Background: an optimization exercise with open tools, aiming at small area, a short achievable clock period and few clock cycles per item. Do not read the settings as production practice.
The RTL was checked by simulation tests, not by an equivalence proof against the original design.

v22:
Design arr_multiplier_pipe, start of the top module:
module arr_multiplier_pipe #(
  parameter int INPUT_BIT_SIZE = 32,
  parameter int STAGES         = 4
) (
  input  logic                          Clk,
  input  logic                          Reset,
  input  logic                          InValid,
  output logic                          InReady,
  input  logic [INPUT_BIT_SIZE-1:0]     InA,
  input  logic [INPUT_BIT_SIZE-1:0]     InB,
  input  logic                          Signed,
  output logic                          OutValid,
  input  logic                          OutReady,
  output logic [2*INPUT_BIT_SIZE-1:0]   Out
);
Size: roughly 300 flip-flops, about 140 I/O pins.
Settings: LEC_CHECK=0, ABC_AREA=1, CAP_MARGIN=20, CORE_MARGIN=2, CORE_UTILIZATION=40, CTS_CLUSTER_DIAMETER=100, CTS_CLUSTER_SIZE=25, SLEW_MARGIN=20, SYNTH_HIERARCHICAL=1, SYNTH_MINIMUM_KEEP_SIZE=0; clock period 24.0 ns.
standard.sh (not shown) runs the stock make flow with config.mk's settings and CLKGATE_MAP_FILE= SYNTH_SCRIPT=/design/flow/synth_recipe.tcl, a recipe that flattens the netlist after the stock synthesis.
==> flow/flow/run.sh <==
#!/bin/bash
# The standard layout, with two changes to how it is made:
#  - the input and output ports get sky130_fd_sc_hd__buf_2 buffers instead of the
#    buffer the resizer picks on its own (a slow delay cell);
#  - the resizer's timing repair aims for SETUP_SLACK_MARGIN ns of setup slack, so it
#    works on the paths that set the achieved period, not only on violations.
# The clock period, SDC and every other setting are the standard flow's.
set -euo pipefail
export SETUP_SLACK_MARGIN=${SETUP_SLACK_MARGIN_OVERRIDE:-18.0}
export BUFFER_PORTS_ARGS="-buffer_cell sky130_fd_sc_hd__buf_2"
export CTS_ARGS="-sink_clustering_enable -repair_clock_nets -dont_use_dummy_load -sink_clustering_size 25 -sink_clustering_max_diameter 100"
bash standard.sh > standard.log 2>&1
Testbench counts of v22, summed over its fixed seeds: cycles 12,024, items 12,000.
## Diff of input files: v25 against v22
--- a/flow/flow/run.sh
+++ b/flow/flow/run.sh
@@ -10,3 +10,2 @@
 export BUFFER_PORTS_ARGS="-buffer_cell sky130_fd_sc_hd__buf_2"
-export CTS_ARGS="-sink_clustering_enable -repair_clock_nets -dont_use_dummy_load -sink_clustering_size 25 -sink_clustering_max_diameter 100"
 bash standard.sh > standard.log 2>&1
--- a/flow/config.mk
+++ b/flow/config.mk
@@ -10,5 +10,6 @@
 export CORE_MARGIN = 2
-export CORE_UTILIZATION = 40
+export CORE_UTILIZATION = 55
 export CTS_CLUSTER_DIAMETER = 100
 export CTS_CLUSTER_SIZE = 25
+export PLACE_DENSITY = 0.7
 export SLEW_MARGIN = 20
### Flow results
- v25 against v22: routed metal-1 wire length now sits lower, detailed-route wire length now sits lower, upper clock frequency limit increased 1.5%.
- Against v22, v25 comes in about 1.4% lower on count of non-CTS buffers in the layout.
Setup changes, v25 to v52
--- a/flow/flow/run.sh
+++ b/flow/flow/run.sh
@@ -8,3 +8,3 @@
 set -euo pipefail
-export SETUP_SLACK_MARGIN=${SETUP_SLACK_MARGIN_OVERRIDE:-18.0}
+export SETUP_SLACK_MARGIN=${SETUP_SLACK_MARGIN_OVERRIDE:-17.8}
 export BUFFER_PORTS_ARGS="-buffer_cell sky130_fd_sc_hd__buf_2"
--- a/flow/config.mk
+++ b/flow/config.mk
@@ -10,6 +10,5 @@
 export CORE_MARGIN = 2
-export CORE_UTILIZATION = 55
+export CORE_UTILIZATION = 40
 export CTS_CLUSTER_DIAMETER = 100
 export CTS_CLUSTER_SIZE = 25
-export PLACE_DENSITY = 0.7
 export SLEW_MARGIN = 20
Findings:
Of v25 and v52, the run reporting the lower met2 wire length was v25.
[compare] base=v25 new=v52: transition time at the pin with the least slew margin went down, met3 track demand over resource went down, synthesized cell count did not really move.
Die area in v52 vs v25: up about 37%
For v41, these inputs were changed with respect to v52:
--- a/flow/flow/run.sh
+++ b/flow/flow/run.sh
@@ -8,3 +8,3 @@
 set -euo pipefail
-export SETUP_SLACK_MARGIN=${SETUP_SLACK_MARGIN_OVERRIDE:-17.8}
+export SETUP_SLACK_MARGIN=${SETUP_SLACK_MARGIN_OVERRIDE:-18.2}
 export BUFFER_PORTS_ARGS="-buffer_cell sky130_fd_sc_hd__buf_2"
Notes after the runs:
Of the two values seen for highest metal layer with signal wires, met4 was produced by v41 and met5 by v52. Aggregate routed wire length (v41 vs. v52) increases slightly. Against v52, fmax in v41 rose slightly. Compared with v52, v41 shows a maximum single-stage delay on the critical path that is 0.42 ns lower. Changes observed in v41 relative to v52: iteration count of the initial detailed-routing pass grew by 3; depth of the critical timing path with buffers and inverters included shrank by 11. From v52 to v41 the numbers moved as follows: cell area grew by 0.78%; minimum clock period shrank by 0.031 ns; register-to-register slack increased 0.38 ns.

[re-timing with driven ports]
How much do the figures lean on ideal ports? The routed layouts below were timed once more, with nothing changed but the port constraints. Step 1 assumes that a clkbuf_16 drives the clock port and a buf_2 every other input. Step 2, shift: input delay + t, output delay - t, t = (earliest + latest rising clock arrival at the registers) / 2. This alone moves slack from input paths to output paths. Slacks: no drivers / after step 1 / after step 2; pairs: no drivers / after step 1.
run | shift t [ns] | setup slack, ns | hold WS [ns] | worst setup path at the end
v22 | 0.615 | 17.937 / 17.871 / 17.661 | 0.451 / 0.451 / 0.451 | input to register
v25 | 0.603 | 18.024 / 18.005 / 17.874 | 0.456 / 0.456 / 0.456 | input to register
v52 | 0.649 | 17.895 / 17.891 / 17.680 | 0.458 / 0.458 / 0.458 | input to register
v41 | 0.635 | 17.926 / 17.857 / 17.830 | 0.455 / 0.455 / 0.455 | input to register
After both steps setup and hold are still met in every run listed. For v22, which loses most, drivers alone change the setup slack by -0.066 ns; drivers and shift together by -0.276 ns.
